Source: an optimization exercise on an open RTL-to-GDS flow (aim: small area, a short achievable clock period and few clock cycles per item). Production flows keep margins and buffers that such runs may drop.
In this exercise RTL edits were held to simulation tests only and were not proved equivalent to the original.

==> trial 24: inputs <==
==> flow/design.v (excerpt) <==
module paged_framebuffer_refresh_top (
   input  logic        clock,
   input  logic        reset,
   input  logic        start,
   output logic        busy,
   input  logic [1:0]  req_command,
   input  logic [7:0]  req_x_coord,
   input  logic [7:0]  req_y_coord,
   input  logic        req_pixel_on,
   input  logic [9:0]  req_byte_index,
   input  logic [7:0]  req_byte_value,
   output logic        rsp_strobe,
   output logic        rsp_pixel_value,
   output logic        rsp_bus_valid,
   output logic        rsp_bus_is_data,
   output logic [7:0]  rsp_bus_byte,
   output logic        rsp_frame_done
);
   localparam int AW = pfbr_pkg::STORE_AW;
   localparam int LW = pfbr_pkg::RING_LW;
   localparam int RW = pfbr_pkg::RING_W;
   localparam int SD = pfbr_pkg::SB_DEPTH;
   localparam int SW = pfbr_pkg::SB_W;
   logic          clear_ff;
   logic [LW:0]   clear_cnt_ff;
   logic [LW-1:0] phase_ff;           
   logic          busy_ff;
   assign busy = busy_ff;
   logic [SD-1:0]         sb_valid;
   logic [RW-1:0]         sb_ring [SD];
   logic [LW-1:0]         sb_slot [SD];
   logic [7:0]            sb_byte [SD];
   logic       a_valid;
   logic [1:0] a_cmd;
   logic [7:0] a_x, a_y;
   logic       a_on;
   logic [9:0] a_idx;
   logic [7:0] a_val;
   always_ff @(posedge clock) begin
      if (reset) a_valid <= 1'b0;
      else       a_valid <= start && !busy_ff;
      a_cmd <= req_command;
      a_x   <= req_x_coord;
      a_y   <= req_y_coord;
      a_on  <= req_pixel_on;
      a_idx <= req_byte_index;
      a_val <= req_byte_value;
   end
   logic [pfbr_pkg::PAGE_W-1:0] page_ff;
   pfbr_pkg::phase_type         rphase_ff;
   logic [pfbr_pkg::COL_W-1:0]  column_ff;
   logic a_refresh, a_in_range;
   logic [AW-1:0] a_addr;
   logic [RW-1:0] a_ring;
   logic [LW-1:0] a_slot;
   logic          a_we;
   logic [7:0]    a_cbyte;       
   logic          a_is_data, a_frame_done;
  ...
clock: 10.0 ns
lec_check: 0
cap_margin: 20
core_margin: 2
core_utilization: 50
cts_cluster_diameter: 150
cts_cluster_size: 20
setup_slack_margin: 5
slew_margin: 20
synth_memory_max_bits: 16384
run.sh (not shown) runs the stock make flow with config.mk's settings and CLKGATE_MAP_FILE= SYNTH_SCRIPT=/design/flow/synth_recipe.tcl, a recipe that flattens the netlist after the stock synthesis.
==> trial 29: changes against trial 24 <==
--- a/flow/config.mk
+++ b/flow/config.mk
@@ -7,7 +7,7 @@
 export LEC_CHECK = 0
 export CAP_MARGIN = 20
 export CORE_MARGIN = 2
-export CORE_UTILIZATION = 50
+export CORE_UTILIZATION = 65
 export CTS_CLUSTER_DIAMETER = 150
 export CTS_CLUSTER_SIZE = 20
 export SETUP_SLACK_MARGIN = 5
==> comparison table <==
| metric | trial 29 | trial 24 |
|---|---|---|
| Status | did not finish | did not finish |
| Failing step | 5_1_grt | 5_1_grt |
| Post-CTS Repair Setup Buffers | 128 | 142 |
| DP HPWL | 1870000 um | 2030000 um |
| Floorplan die height | 629 um | 716 um |
| Library cell used as clock root buffer | sky130_fd_sc_hd__clkbuf_16 | sky130_fd_sc_hd__clkbuf_16 |
| Number of storage elements in the synthesis netlist | 8571 | 8571 |
| Hold buffer count at cts | 0 | 0 |
| Top cell type by total area after synthesis | sky130_fd_sc_hd__dfxtp_1 | sky130_fd_sc_hd__dfxtp_1 |
| Synth Cell Area | 254000 um2 | 254000 um2 |
| Routability Congestion | 1.98 | 1.88 |
| Net count after synthesis | 20800 | 20800 |
| Number of buffers added by the clock tree synthesis step | 466 | 468 |
| Sequential area share after synthesis | 68.5% | 68.5% |
| Post-cts gate resize count | 308 | 418 |
| I/O pin total | 54 | 54 |
| Die X | 629 um | 716 um |
| Area fraction in compound gates after synthesis | 16.0% | 16.0% |
| Placement row count | 229 | 261 |
| Initial Utilization | 65.3% | 50.2% |
| FFs w/ async S/R, synth | 0% | 0% |
| Placed cell count | 26300 | 28000 |
| Area post-placement | 275000 um2 | 278000 um2 |
| Post-Place Worst Slack | 2920 ps | 3000 ps |
| Number of enable flip-flop cells after synthesis | 216 | 216 |
| YS warnings | 8 | 8 |
Testbench counts of trial 24, summed over its fixed seeds: cycles 42,134, items 41,952.
Testbench counts of trial 29, summed over its fixed seeds: cycles 42,134, items 41,952.

* * *

==> inputs of wip/garnet <==
Another version of the RTL of paged_framebuffer_refresh_top (not shown whole).
export LEC_CHECK = 0
export CAP_MARGIN = 20
export CORE_MARGIN = 2
export CORE_UTILIZATION = 50
export CTS_CLUSTER_DIAMETER = 100
export CTS_CLUSTER_SIZE = 24
export SETUP_SLACK_MARGIN = 5
export SLEW_MARGIN = 20
export SYNTH_MEMORY_MAX_BITS = 16384
create_clock -name core_clock -period 10.0 [get_ports {clock}]
standard.sh (not shown) runs the stock make flow with config.mk's settings and CLKGATE_MAP_FILE= SYNTH_SCRIPT=/design/flow/synth_recipe.tcl, a recipe that flattens the netlist after the stock synthesis.
==> flow/flow/run.sh <==
#!/bin/bash
set -euo pipefail
W=$PWD
MARGIN=${MARGIN:-6.3}

bash standard.sh synth > synth.log 2>&1

make -C "$FLOW_HOME" DESIGN_CONFIG="$FLOW_CONFIG" WORK_HOME="$W/orfs" CLKGATE_MAP_FILE= \
   SYNTH_SCRIPT="$W/synth_recipe.tcl" SETUP_SLACK_MARGIN=$MARGIN finish > layout.log 2>&1

R=$W/orfs/results/$FLOW_PLATFORM/paged_framebuffer_refresh_top/base
: # left out here: write the final layout as DEF
==> wip/raven: changes against wip/garnet <==
--- a/flow/design.v
+++ b/flow/design.v
@@ -29,35 +29,34 @@
    } phase_type;
 endpackage
 module pfbr_ram #(
    parameter int WIDTH = 8,
    parameter int RINGS = 128,
    parameter int LEN   = 8,
-   parameter int GROUP = 8
+   parameter int GROUP = 8,
+   parameter int PARTS = 4
 ) (
    input  logic                        clock,
    input  logic                        wr_en,
    input  logic                        wr_all,
    input  logic [$clog2(RINGS)-1:0]    wr_ring,
    input  logic [WIDTH-1:0]            wr_data,
    input  logic [$clog2(RINGS)-1:0]    rd_ring,
-   input  logic [$clog2(LEN)-1:0]      rd_place,
+   input  logic [PARTS-1:0][LEN-1:0]   rd_place_sel,    
    output logic [WIDTH-1:0]            rd_data
 );
    localparam int GROUPS = RINGS / GROUP;
    logic [RINGS-1:0][LEN-1:0][WIDTH-1:0] place_ff;
    logic [GROUPS-1:0][WIDTH-1:0]         part_ff;
    logic [RINGS-1:0]                     wr_sel;
    logic [RINGS-1:0]                     rd_ring_sel;
-   logic [LEN-1:0]                       rd_place_sel;
    always_comb begin
       for (int r = 0; r < RINGS; r++) begin
          wr_sel[r]      = wr_all || (wr_en && (wr_ring == $clog2(RINGS)'(r)));
          rd_ring_sel[r] = (rd_ring == $clog2(RINGS)'(r));
       end
-      for (int k = 0; k < LEN; k++) rd_place_sel[k] = (rd_place == $clog2(LEN)'(k));
    end
    always_ff @(posedge clock) begin
       for (int r = 0; r < RINGS; r++) begin
          place_ff[r][0] <= wr_sel[r] ? wr_data
                                      : {place_ff[r][LEN-1][WIDTH-2:0], place_ff[r][LEN-1][WIDTH-1]};
          for (int k = 1; k < LEN; k++)
@@ -67,13 +66,13 @@
    logic [RINGS-1:0][WIDTH-1:0]  ring_out;
    logic [GROUPS-1:0][WIDTH-1:0] part_in;
    always_comb begin
       for (int r = 0; r < RINGS; r++) begin
          ring_out[r] = '0;
          for (int k = 0; k < LEN; k++)
-            ring_out[r] = ring_out[r] | (place_ff[r][k] & {WIDTH{rd_place_sel[k]}});
+            ring_out[r] = ring_out[r] | (place_ff[r][k] & {WIDTH{rd_place_sel[r / (RINGS / PARTS)][k]}});
       end
       part_in = '0;
       for (int g = 0; g < GROUPS; g++)
          for (int i = 0; i < GROUP; i++)
             part_in[g] = part_in[g] | (ring_out[g*GROUP + i] & {WIDTH{rd_ring_sel[g*GROUP + i]}});
    end
@@ -163,12 +162,20 @@
          pfbr_pkg::PHASE_UPPER: a_cbyte = pfbr_pkg::OP_COL_UPPER;
          default:               a_cbyte = pfbr_pkg::OP_COL_LOWER;
       endcase
    end
    assign a_is_data    = (rphase_ff == pfbr_pkg::PHASE_DATA);
    assign a_frame_done = a_is_data && (column_ff == '0) && (page_ff == '1);
+   logic [7:0] a_val2;
+   always_comb begin
+      case (a_cmd)
+         pfbr_pkg::CMD_SET_PIXEL, pfbr_pkg::CMD_GET_PIXEL: a_val2 = {3'b000, a_in_range, a_on, a_y[2:0]};
+         pfbr_pkg::CMD_WRITE_BYTE:                         a_val2 = a_val;
+         default:                                          a_val2 = a_cbyte;
+      endcase
+   end
    always_ff @(posedge clock) begin
       if (reset) begin
          page_ff   <= '0;
          rphase_ff <= pfbr_pkg::PHASE_PAGE;
          column_ff <= pfbr_pkg::COL_W'(pfbr_pkg::PANEL_WIDTH - 1);
       end else if (a_valid && a_refresh) begin
@@ -188,14 +195,13 @@
    end
    logic          b1_valid, b1_we;
    logic [1:0]    b1_cmd;
    logic [RW-1:0] b1_ring;
    logic [LW-1:0] b1_slot;
    logic [LW-1:0] b1_place;
-   logic [2:0]    b1_bit;
-   logic          b1_on, b1_in_range;
+   logic [3:0][LN-1:0] b1_place_sel;  
    logic [7:0]    b1_val;           
    logic          b1_is_data, b1_frame_done;
    always_ff @(posedge clock) begin
       if (reset) begin
          b1_valid <= 1'b0;
          b1_we    <= 1'b0;
@@ -204,40 +210,40 @@
          b1_we    <= a_we;
       end
       b1_cmd        <= a_cmd;
       b1_ring       <= a_ring;
       b1_slot       <= a_slot;
       b1_place      <= phase_ff - a_slot;
-      b1_bit        <= a_y[2:0];
-      b1_on         <= a_on;
-      b1_in_range   <= a_in_range;
-      b1_val        <= a_refresh ? a_cbyte : a_val;
+      for (int p = 0; p < 4; p++)
+         for (int k = 0; k < LN; k++)
+            b1_place_sel[p][k] <= (a_ring[RW-1:RW-2] == 2'(p)) && ((phase_ff - a_slot) == LW'(k));
+      b1_val        <= a_val2;
       b1_is_data    <= a_is_data;
       b1_frame_done <= a_frame_done;
    end
    logic [7:0] ram_rd_data;        
    pfbr_ram #(
       .WIDTH (8),
       .RINGS (pfbr_pkg::RING_COUNT),
-      .LEN   (LN)
+      .LEN   (LN),
+      .GROUP (16),
+      .PARTS (4)
    ) u_frame_store (
       .clock     (clock),
       .wr_en     (rt_valid),
       .wr_all    (clear_ff),
       .wr_ring   (rt_ring),
       .wr_data   (clear_ff ? 8'h00 : rt_byte),
       .rd_ring   (b1_ring),
-      .rd_place  (b1_place),
+      .rd_place_sel (b1_place_sel),
       .rd_data   (ram_rd_data)
    );
    logic          c_valid, c_we;
    logic [1:0]    c_cmd;
    logic [RW-1:0] c_ring;
    logic [LW-1:0] c_slot;
-   logic [2:0]    c_bit;
-   logic          c_on, c_in_range;
    logic [7:0]    c_val;
    logic          c_is_data, c_frame_done;
    logic [7:0]    c_rdata;
    logic          c_hit;           
    logic [SW-1:0] c_entry;
    logic [7:0]    c_wdata;
@@ -258,15 +264,13 @@
       end
    end
    logic          b2_valid, b2_we;
    logic [1:0]    b2_cmd;
    logic [RW-1:0] b2_ring;
    logic [LW-1:0] b2_slot;
-   logic [LW-1:0] b2_place;
-   logic [2:0]    b2_bit;
-   logic          b2_on, b2_in_range;
+   logic [2:0]    b2_place;        
    logic [7:0]    b2_val;
    logic          b2_is_data, b2_frame_done;
    logic          b2_fwd;          
    logic [7:0]    b2_fwd_byte;
    logic          b2_hit;          
    logic [SW-1:0] b2_entry;
@@ -278,16 +282,13 @@
          b2_valid <= b1_valid;
          b2_we    <= b1_we;
       end
       b2_cmd        <= b1_cmd;
       b2_ring       <= b1_ring;
       b2_slot       <= b1_slot;
-      b2_place      <= b1_place;
-      b2_bit        <= b1_bit;
-      b2_on         <= b1_on;
-      b2_in_range   <= b1_in_range;
+      b2_place      <= b1_place[2:0];
       b2_val        <= b1_val;
       b2_is_data    <= b1_is_data;
       b2_frame_done <= b1_frame_done;
       b2_fwd        <= b1_cmatch || b1_sbhit;
       b2_fwd_byte   <= b1_cmatch ? c_wdata : sb_byte[b1_sbentry];
       b2_hit        <= b1_cmatch || (b1_sbhit && !(rt_valid && (rt_entry == b1_sbentry)));
@@ -296,39 +297,36 @@
    logic          b2_cmatch;
    logic [7:0]    b2_rdata;
    assign b2_cmatch = c_we && (c_ring == b2_ring) && (c_slot == b2_slot);
    always_comb begin
       if (b2_cmatch)   b2_rdata = c_wdata;
       else if (b2_fwd) b2_rdata = b2_fwd_byte;
-      else             b2_rdata = {ram_rd_data, ram_rd_data} >> b2_place[2:0];
+      else             b2_rdata = {ram_rd_data, ram_rd_data} >> b2_place;
    end
    always_ff @(posedge clock) begin
       if (reset) begin
          c_valid <= 1'b0;
          c_we    <= 1'b0;
       end else begin
          c_valid <= b2_valid;
          c_we    <= b2_we;
       end
       c_cmd        <= b2_cmd;
       c_ring       <= b2_ring;
       c_slot       <= b2_slot;
-      c_bit        <= b2_bit;
-      c_on         <= b2_on;
-      c_in_range   <= b2_in_range;
       c_val        <= b2_val;
       c_is_data    <= b2_is_data;
       c_frame_done <= b2_frame_done;
       c_rdata      <= b2_rdata;
       c_hit        <= b2_cmatch || b2_hit;
       c_entry      <= b2_cmatch ? c_wentry : b2_entry;
    end
-   assign c_mask = 8'(1) << c_bit;
+   assign c_mask = 8'(1) << c_val[2:0];
    always_comb begin
       if (c_cmd == pfbr_pkg::CMD_SET_PIXEL)
-         c_wdata = c_on ? (c_rdata | c_mask) : (c_rdata & ~c_mask);
+         c_wdata = c_val[3] ? (c_rdata | c_mask) : (c_rdata & ~c_mask);
       else
          c_wdata = c_val;
    end
    always_comb begin
       c_wentry = c_entry;
       if (!c_hit) begin
@@ -411,13 +409,13 @@
    logic       frame_done_ff;
    always_ff @(posedge clock) begin
       if (reset) rsp_strobe_ff <= 1'b0;
       else       rsp_strobe_ff <= c_valid;
    end
    always_ff @(posedge clock) begin
-      pixel_value_ff <= (c_cmd == pfbr_pkg::CMD_GET_PIXEL) && c_in_range && c_rdata[c_bit];
+      pixel_value_ff <= (c_cmd == pfbr_pkg::CMD_GET_PIXEL) && c_val[4] && c_rdata[c_val[2:0]];
       bus_valid_ff   <= (c_cmd == pfbr_pkg::CMD_REFRESH);
       bus_is_data_ff <= (c_cmd == pfbr_pkg::CMD_REFRESH) && c_is_data;
       if (c_cmd != pfbr_pkg::CMD_REFRESH) bus_byte_ff <= 8'h00;
       else if (c_is_data)                 bus_byte_ff <= c_rdata;
       else                                bus_byte_ff <= c_val;
       frame_done_ff  <= (c_cmd == pfbr_pkg::CMD_REFRESH) && c_frame_done;
--- a/flow/flow/run.sh
+++ b/flow/flow/run.sh
@@ -1,10 +1,10 @@
 #!/bin/bash
 set -euo pipefail
 W=$PWD
-MARGIN=${MARGIN:-6.3}
+MARGIN=${MARGIN:-6.7}
 
 bash standard.sh synth > synth.log 2>&1
 
 make -C "$FLOW_HOME" DESIGN_CONFIG="$FLOW_CONFIG" WORK_HOME="$W/orfs" CLKGATE_MAP_FILE= \
    SYNTH_SCRIPT="$W/synth_recipe.tcl" SETUP_SLACK_MARGIN=$MARGIN finish > layout.log 2>&1
 
--- a/flow/config.mk
+++ b/flow/config.mk
@@ -4,12 +4,12 @@
 export VERILOG_FILES = /design/flow/design.v
 export SDC_FILE = /design/flow/constraint.sdc
 export NUM_CORES = 8
 export LEC_CHECK = 0
 export CAP_MARGIN = 20
 export CORE_MARGIN = 2
-export CORE_UTILIZATION = 50
+export CORE_UTILIZATION = 58
 export CTS_CLUSTER_DIAMETER = 100
 export CTS_CLUSTER_SIZE = 24
 export SETUP_SLACK_MARGIN = 5
 export SLEW_MARGIN = 20
 export SYNTH_MEMORY_MAX_BITS = 16384
==> wip/delta: changes against wip/garnet <==
--- a/flow/design.v
+++ b/flow/design.v
@@ -29,35 +29,34 @@
    } phase_type;
 endpackage
 module pfbr_ram #(
    parameter int WIDTH = 8,
    parameter int RINGS = 128,
    parameter int LEN   = 8,
-   parameter int GROUP = 8
+   parameter int GROUP = 8,
+   parameter int PARTS = 4
 ) (
    input  logic                        clock,
    input  logic                        wr_en,
    input  logic                        wr_all,
    input  logic [$clog2(RINGS)-1:0]    wr_ring,
    input  logic [WIDTH-1:0]            wr_data,
    input  logic [$clog2(RINGS)-1:0]    rd_ring,
-   input  logic [$clog2(LEN)-1:0]      rd_place,
+   input  logic [PARTS-1:0][LEN-1:0]   rd_place_sel,    
    output logic [WIDTH-1:0]            rd_data
 );
    localparam int GROUPS = RINGS / GROUP;
    logic [RINGS-1:0][LEN-1:0][WIDTH-1:0] place_ff;
    logic [GROUPS-1:0][WIDTH-1:0]         part_ff;
    logic [RINGS-1:0]                     wr_sel;
    logic [RINGS-1:0]                     rd_ring_sel;
-   logic [LEN-1:0]                       rd_place_sel;
    always_comb begin
       for (int r = 0; r < RINGS; r++) begin
          wr_sel[r]      = wr_all || (wr_en && (wr_ring == $clog2(RINGS)'(r)));
          rd_ring_sel[r] = (rd_ring == $clog2(RINGS)'(r));
       end
-      for (int k = 0; k < LEN; k++) rd_place_sel[k] = (rd_place == $clog2(LEN)'(k));
    end
    always_ff @(posedge clock) begin
       for (int r = 0; r < RINGS; r++) begin
          place_ff[r][0] <= wr_sel[r] ? wr_data
                                      : {place_ff[r][LEN-1][WIDTH-2:0], place_ff[r][LEN-1][WIDTH-1]};
          for (int k = 1; k < LEN; k++)
@@ -67,13 +66,13 @@
    logic [RINGS-1:0][WIDTH-1:0]  ring_out;
    logic [GROUPS-1:0][WIDTH-1:0] part_in;
    always_comb begin
       for (int r = 0; r < RINGS; r++) begin
          ring_out[r] = '0;
          for (int k = 0; k < LEN; k++)
-            ring_out[r] = ring_out[r] | (place_ff[r][k] & {WIDTH{rd_place_sel[k]}});
+            ring_out[r] = ring_out[r] | (place_ff[r][k] & {WIDTH{rd_place_sel[r / (RINGS / PARTS)][k]}});
       end
       part_in = '0;
       for (int g = 0; g < GROUPS; g++)
          for (int i = 0; i < GROUP; i++)
             part_in[g] = part_in[g] | (ring_out[g*GROUP + i] & {WIDTH{rd_ring_sel[g*GROUP + i]}});
    end
@@ -163,12 +162,20 @@
          pfbr_pkg::PHASE_UPPER: a_cbyte = pfbr_pkg::OP_COL_UPPER;
          default:               a_cbyte = pfbr_pkg::OP_COL_LOWER;
       endcase
    end
    assign a_is_data    = (rphase_ff == pfbr_pkg::PHASE_DATA);
    assign a_frame_done = a_is_data && (column_ff == '0) && (page_ff == '1);
+   logic [7:0] a_val2;
+   always_comb begin
+      case (a_cmd)
+         pfbr_pkg::CMD_SET_PIXEL, pfbr_pkg::CMD_GET_PIXEL: a_val2 = {3'b000, a_in_range, a_on, a_y[2:0]};
+         pfbr_pkg::CMD_WRITE_BYTE:                         a_val2 = a_val;
+         default:                                          a_val2 = a_cbyte;
+      endcase
+   end
    always_ff @(posedge clock) begin
       if (reset) begin
          page_ff   <= '0;
          rphase_ff <= pfbr_pkg::PHASE_PAGE;
          column_ff <= pfbr_pkg::COL_W'(pfbr_pkg::PANEL_WIDTH - 1);
       end else if (a_valid && a_refresh) begin
@@ -188,14 +195,13 @@
    end
    logic          b1_valid, b1_we;
    logic [1:0]    b1_cmd;
    logic [RW-1:0] b1_ring;
    logic [LW-1:0] b1_slot;
    logic [LW-1:0] b1_place;
-   logic [2:0]    b1_bit;
-   logic          b1_on, b1_in_range;
+   logic [3:0][LN-1:0] b1_place_sel;  
    logic [7:0]    b1_val;           
    logic          b1_is_data, b1_frame_done;
    always_ff @(posedge clock) begin
       if (reset) begin
          b1_valid <= 1'b0;
          b1_we    <= 1'b0;
@@ -204,40 +210,40 @@
          b1_we    <= a_we;
       end
       b1_cmd        <= a_cmd;
       b1_ring       <= a_ring;
       b1_slot       <= a_slot;
       b1_place      <= phase_ff - a_slot;
-      b1_bit        <= a_y[2:0];
-      b1_on         <= a_on;
-      b1_in_range   <= a_in_range;
-      b1_val        <= a_refresh ? a_cbyte : a_val;
+      for (int p = 0; p < 4; p++)
+         for (int k = 0; k < LN; k++)
+            b1_place_sel[p][k] <= (a_ring[RW-1:RW-2] == 2'(p)) && ((phase_ff - a_slot) == LW'(k));
+      b1_val        <= a_val2;
       b1_is_data    <= a_is_data;
       b1_frame_done <= a_frame_done;
    end
    logic [7:0] ram_rd_data;        
    pfbr_ram #(
       .WIDTH (8),
       .RINGS (pfbr_pkg::RING_COUNT),
-      .LEN   (LN)
+      .LEN   (LN),
+      .GROUP (16),
+      .PARTS (4)
    ) u_frame_store (
       .clock     (clock),
       .wr_en     (rt_valid),
       .wr_all    (clear_ff),
       .wr_ring   (rt_ring),
       .wr_data   (clear_ff ? 8'h00 : rt_byte),
       .rd_ring   (b1_ring),
-      .rd_place  (b1_place),
+      .rd_place_sel (b1_place_sel),
       .rd_data   (ram_rd_data)
    );
    logic          c_valid, c_we;
    logic [1:0]    c_cmd;
    logic [RW-1:0] c_ring;
    logic [LW-1:0] c_slot;
-   logic [2:0]    c_bit;
-   logic          c_on, c_in_range;
    logic [7:0]    c_val;
    logic          c_is_data, c_frame_done;
    logic [7:0]    c_rdata;
    logic          c_hit;           
    logic [SW-1:0] c_entry;
    logic [7:0]    c_wdata;
@@ -258,15 +264,13 @@
       end
    end
    logic          b2_valid, b2_we;
    logic [1:0]    b2_cmd;
    logic [RW-1:0] b2_ring;
    logic [LW-1:0] b2_slot;
-   logic [LW-1:0] b2_place;
-   logic [2:0]    b2_bit;
-   logic          b2_on, b2_in_range;
+   logic [2:0]    b2_place;        
    logic [7:0]    b2_val;
    logic          b2_is_data, b2_frame_done;
    logic          b2_fwd;          
    logic [7:0]    b2_fwd_byte;
    logic          b2_hit;          
    logic [SW-1:0] b2_entry;
@@ -278,16 +282,13 @@
          b2_valid <= b1_valid;
          b2_we    <= b1_we;
       end
       b2_cmd        <= b1_cmd;
       b2_ring       <= b1_ring;
       b2_slot       <= b1_slot;
-      b2_place      <= b1_place;
-      b2_bit        <= b1_bit;
-      b2_on         <= b1_on;
-      b2_in_range   <= b1_in_range;
+      b2_place      <= b1_place[2:0];
       b2_val        <= b1_val;
       b2_is_data    <= b1_is_data;
       b2_frame_done <= b1_frame_done;
       b2_fwd        <= b1_cmatch || b1_sbhit;
       b2_fwd_byte   <= b1_cmatch ? c_wdata : sb_byte[b1_sbentry];
       b2_hit        <= b1_cmatch || (b1_sbhit && !(rt_valid && (rt_entry == b1_sbentry)));
@@ -296,39 +297,36 @@
    logic          b2_cmatch;
    logic [7:0]    b2_rdata;
    assign b2_cmatch = c_we && (c_ring == b2_ring) && (c_slot == b2_slot);
    always_comb begin
       if (b2_cmatch)   b2_rdata = c_wdata;
       else if (b2_fwd) b2_rdata = b2_fwd_byte;
-      else             b2_rdata = {ram_rd_data, ram_rd_data} >> b2_place[2:0];
+      else             b2_rdata = {ram_rd_data, ram_rd_data} >> b2_place;
    end
    always_ff @(posedge clock) begin
       if (reset) begin
          c_valid <= 1'b0;
          c_we    <= 1'b0;
       end else begin
          c_valid <= b2_valid;
          c_we    <= b2_we;
       end
       c_cmd        <= b2_cmd;
       c_ring       <= b2_ring;
       c_slot       <= b2_slot;
-      c_bit        <= b2_bit;
-      c_on         <= b2_on;
-      c_in_range   <= b2_in_range;
       c_val        <= b2_val;
       c_is_data    <= b2_is_data;
       c_frame_done <= b2_frame_done;
       c_rdata      <= b2_rdata;
       c_hit        <= b2_cmatch || b2_hit;
       c_entry      <= b2_cmatch ? c_wentry : b2_entry;
    end
-   assign c_mask = 8'(1) << c_bit;
+   assign c_mask = 8'(1) << c_val[2:0];
    always_comb begin
       if (c_cmd == pfbr_pkg::CMD_SET_PIXEL)
-         c_wdata = c_on ? (c_rdata | c_mask) : (c_rdata & ~c_mask);
+         c_wdata = c_val[3] ? (c_rdata | c_mask) : (c_rdata & ~c_mask);
       else
          c_wdata = c_val;
    end
    always_comb begin
       c_wentry = c_entry;
       if (!c_hit) begin
@@ -411,13 +409,13 @@
    logic       frame_done_ff;
    always_ff @(posedge clock) begin
       if (reset) rsp_strobe_ff <= 1'b0;
       else       rsp_strobe_ff <= c_valid;
    end
    always_ff @(posedge clock) begin
-      pixel_value_ff <= (c_cmd == pfbr_pkg::CMD_GET_PIXEL) && c_in_range && c_rdata[c_bit];
+      pixel_value_ff <= (c_cmd == pfbr_pkg::CMD_GET_PIXEL) && c_val[4] && c_rdata[c_val[2:0]];
       bus_valid_ff   <= (c_cmd == pfbr_pkg::CMD_REFRESH);
       bus_is_data_ff <= (c_cmd == pfbr_pkg::CMD_REFRESH) && c_is_data;
       if (c_cmd != pfbr_pkg::CMD_REFRESH) bus_byte_ff <= 8'h00;
       else if (c_is_data)                 bus_byte_ff <= c_rdata;
       else                                bus_byte_ff <= c_val;
       frame_done_ff  <= (c_cmd == pfbr_pkg::CMD_REFRESH) && c_frame_done;
--- a/flow/flow/run.sh
+++ b/flow/flow/run.sh
@@ -1,10 +1,10 @@
 #!/bin/bash
 set -euo pipefail
 W=$PWD
-MARGIN=${MARGIN:-6.3}
+MARGIN=${MARGIN:-6.85}
 
 bash standard.sh synth > synth.log 2>&1
 
 make -C "$FLOW_HOME" DESIGN_CONFIG="$FLOW_CONFIG" WORK_HOME="$W/orfs" CLKGATE_MAP_FILE= \
    SYNTH_SCRIPT="$W/synth_recipe.tcl" SETUP_SLACK_MARGIN=$MARGIN finish > layout.log 2>&1
 
==> wip/willow: changes against wip/garnet <==
--- a/flow/design.v
+++ b/flow/design.v
@@ -37,27 +37,25 @@
    input  logic                        clock,
    input  logic                        wr_en,
    input  logic                        wr_all,
    input  logic [$clog2(RINGS)-1:0]    wr_ring,
    input  logic [WIDTH-1:0]            wr_data,
    input  logic [$clog2(RINGS)-1:0]    rd_ring,
-   input  logic [$clog2(LEN)-1:0]      rd_place,
+   input  logic [LEN-1:0]              rd_place_sel,    
    output logic [WIDTH-1:0]            rd_data
 );
    localparam int GROUPS = RINGS / GROUP;
    logic [RINGS-1:0][LEN-1:0][WIDTH-1:0] place_ff;
    logic [GROUPS-1:0][WIDTH-1:0]         part_ff;
    logic [RINGS-1:0]                     wr_sel;
    logic [RINGS-1:0]                     rd_ring_sel;
-   logic [LEN-1:0]                       rd_place_sel;
    always_comb begin
       for (int r = 0; r < RINGS; r++) begin
          wr_sel[r]      = wr_all || (wr_en && (wr_ring == $clog2(RINGS)'(r)));
          rd_ring_sel[r] = (rd_ring == $clog2(RINGS)'(r));
       end
-      for (int k = 0; k < LEN; k++) rd_place_sel[k] = (rd_place == $clog2(LEN)'(k));
    end
    always_ff @(posedge clock) begin
       for (int r = 0; r < RINGS; r++) begin
          place_ff[r][0] <= wr_sel[r] ? wr_data
                                      : {place_ff[r][LEN-1][WIDTH-2:0], place_ff[r][LEN-1][WIDTH-1]};
          for (int k = 1; k < LEN; k++)
@@ -188,12 +186,13 @@
    end
    logic          b1_valid, b1_we;
    logic [1:0]    b1_cmd;
    logic [RW-1:0] b1_ring;
    logic [LW-1:0] b1_slot;
    logic [LW-1:0] b1_place;
+   logic [LN-1:0] b1_place_sel;     
    logic [2:0]    b1_bit;
    logic          b1_on, b1_in_range;
    logic [7:0]    b1_val;           
    logic          b1_is_data, b1_frame_done;
    always_ff @(posedge clock) begin
       if (reset) begin
@@ -204,12 +203,13 @@
          b1_we    <= a_we;
       end
       b1_cmd        <= a_cmd;
       b1_ring       <= a_ring;
       b1_slot       <= a_slot;
       b1_place      <= phase_ff - a_slot;
+      for (int k = 0; k < LN; k++) b1_place_sel[k] <= ((phase_ff - a_slot) == LW'(k));
       b1_bit        <= a_y[2:0];
       b1_on         <= a_on;
       b1_in_range   <= a_in_range;
       b1_val        <= a_refresh ? a_cbyte : a_val;
       b1_is_data    <= a_is_data;
       b1_frame_done <= a_frame_done;
@@ -223,13 +223,13 @@
       .clock     (clock),
       .wr_en     (rt_valid),
       .wr_all    (clear_ff),
       .wr_ring   (rt_ring),
       .wr_data   (clear_ff ? 8'h00 : rt_byte),
       .rd_ring   (b1_ring),
-      .rd_place  (b1_place),
+      .rd_place_sel (b1_place_sel),
       .rd_data   (ram_rd_data)
    );
    logic          c_valid, c_we;
    logic [1:0]    c_cmd;
    logic [RW-1:0] c_ring;
    logic [LW-1:0] c_slot;
--- a/flow/flow/run.sh
+++ b/flow/flow/run.sh
@@ -1,10 +1,10 @@
 #!/bin/bash
 set -euo pipefail
 W=$PWD
-MARGIN=${MARGIN:-6.3}
+MARGIN=${MARGIN:-6.5}
 
 bash standard.sh synth > synth.log 2>&1
 
 make -C "$FLOW_HOME" DESIGN_CONFIG="$FLOW_CONFIG" WORK_HOME="$W/orfs" CLKGATE_MAP_FILE= \
    SYNTH_SCRIPT="$W/synth_recipe.tcl" SETUP_SLACK_MARGIN=$MARGIN finish > layout.log 2>&1
 
==> results.json <==
{
  "row_count": 256,
  "synth_cell_types": 96,
  "r2r-start": "b1_place_sel[14]",
  "r2r-end": "u_frame_store.part_ff[28]",
  "status": "finished clean",
  "min_period_over_period": 0.365,
  "multi_input_cells": 8795,
  "period_needed_ns": 3.65,
  "clk_share": 0.0410,
  "drtIter0Drc": 21800,
  "initial_utilization": 0.501,
  "whs_ns": 0.304,
  "cts_resized": 238
}
(the above is from wip/willow)
==> results.json <==
{
  "status": "finished clean",
  "multi_input_cells": 8498,
  "initial_utilization": 0.583,
  "drtIter0Drc": 21800,
  "final_antenna_net_count": 0,
  "busiest_layer": "met2",
  "clk_share": 0.0403,
  "whs_ns": 0.321,
  "largest_class": "sequential cells",
  "r2r-start": "sb_valid[12]",
  "period_needed_ns": 3.77,
  "r2r-end": "sb_used_ff[4]",
  "row_count": 237,
  "synth_cell_types": 91,
  "cts_resized": 344
}
(the above is from wip/raven)
==> results.json <==
{
  "status": "finished clean",
  "sh_seq_area": 0.680,
  "first_pass_iters": 8,
  "initial_utilization": 0.502,
  "period_needed_ns": 3.78,
  "synth_cell_types": 88,
  "drtIter0Drc": 21400,
  "multi_input_cells": 8465,
  "r2r-start": "b1_place[2]",
  "row_count": 255,
  "clockBufferDepth": 4,
  "cts_resized": 133,
  "clk_share": 0.0408
}
(the above is from wip/garnet)
==> results.json <==
{
  "whs_ns": 0.292,
  "endpoint": "sb_used_ff[4]",
  "synth-compound-area-share": 0.167,
  "switchingPower_uw": 12400,
  "wl_per_cell_um": 34.2,
  "row_count": 255,
  "cts_resized": 587,
  "vias": 162000,
  "status": "finished clean",
  "r2r-start": "sb_valid[13]",
  "r2r-end": "sb_used_ff[4]",
  "multi_input_cells": 8496,
  "use_met3": 0.0711,
  "period_needed_ns": 3.62,
  "min_period_over_period": 0.362,
  "synth_cell_types": 91,
  "initial_utilization": 0.503
}
(the above is from wip/delta)
Testbench counts of wip/garnet, summed over its fixed seeds: cycles 42,267, items 41,952.
Testbench counts of wip/raven, summed over its fixed seeds: cycles 42,267, items 41,952.
Testbench counts of wip/delta, summed over its fixed seeds: cycles 42,267, items 41,952.
Testbench counts of wip/willow, summed over its fixed seeds: cycles 42,267, items 41,952.

==> separate check: timing with driven ports <==
How much do the figures lean on ideal ports? The routed layouts below were timed once more, with nothing changed but the port constraints. Step 1 (the two cells are an assumption about what drives the block):
set clk [get_ports {clock}]
set_driving_cell -lib_cell sky130_fd_sc_hd__clkbuf_16 $clk
set_driving_cell -lib_cell sky130_fd_sc_hd__buf_2 [delete_from_list [all_inputs] $clk]
Step 2 moves the port delays by t, midway between the first and last clock arrival at a register: inputs arrive t later, outputs are due t later. That takes back most of the time a late clock gives input paths. a / b / c = no drivers / after step 1 / after step 2; a / b = the first two.
run | t (ns) | slack for setup (ns) | worst setup path after step 2 | slew at the worst register clock pin (ns)
wip/garnet | 1.165 | 6.218 / 6.218 / 5.443 | input to register | 0.11 / 0.11
wip/raven | 1.151 | 6.227 / 6.118 / 5.361 | input to register | 0.11 / 0.11
wip/delta | 1.156 | 6.378 / 6.290 / 5.328 | input to register | 0.11 / 0.11
wip/willow | 1.175 | 6.351 / 6.333 / 5.574 | input to register | 0.11 / 0.11
After both steps every run listed still meets setup and hold. For wip/delta, which loses most, drivers alone change the setup slack by -0.088 ns; drivers and shift together by -1.050 ns.
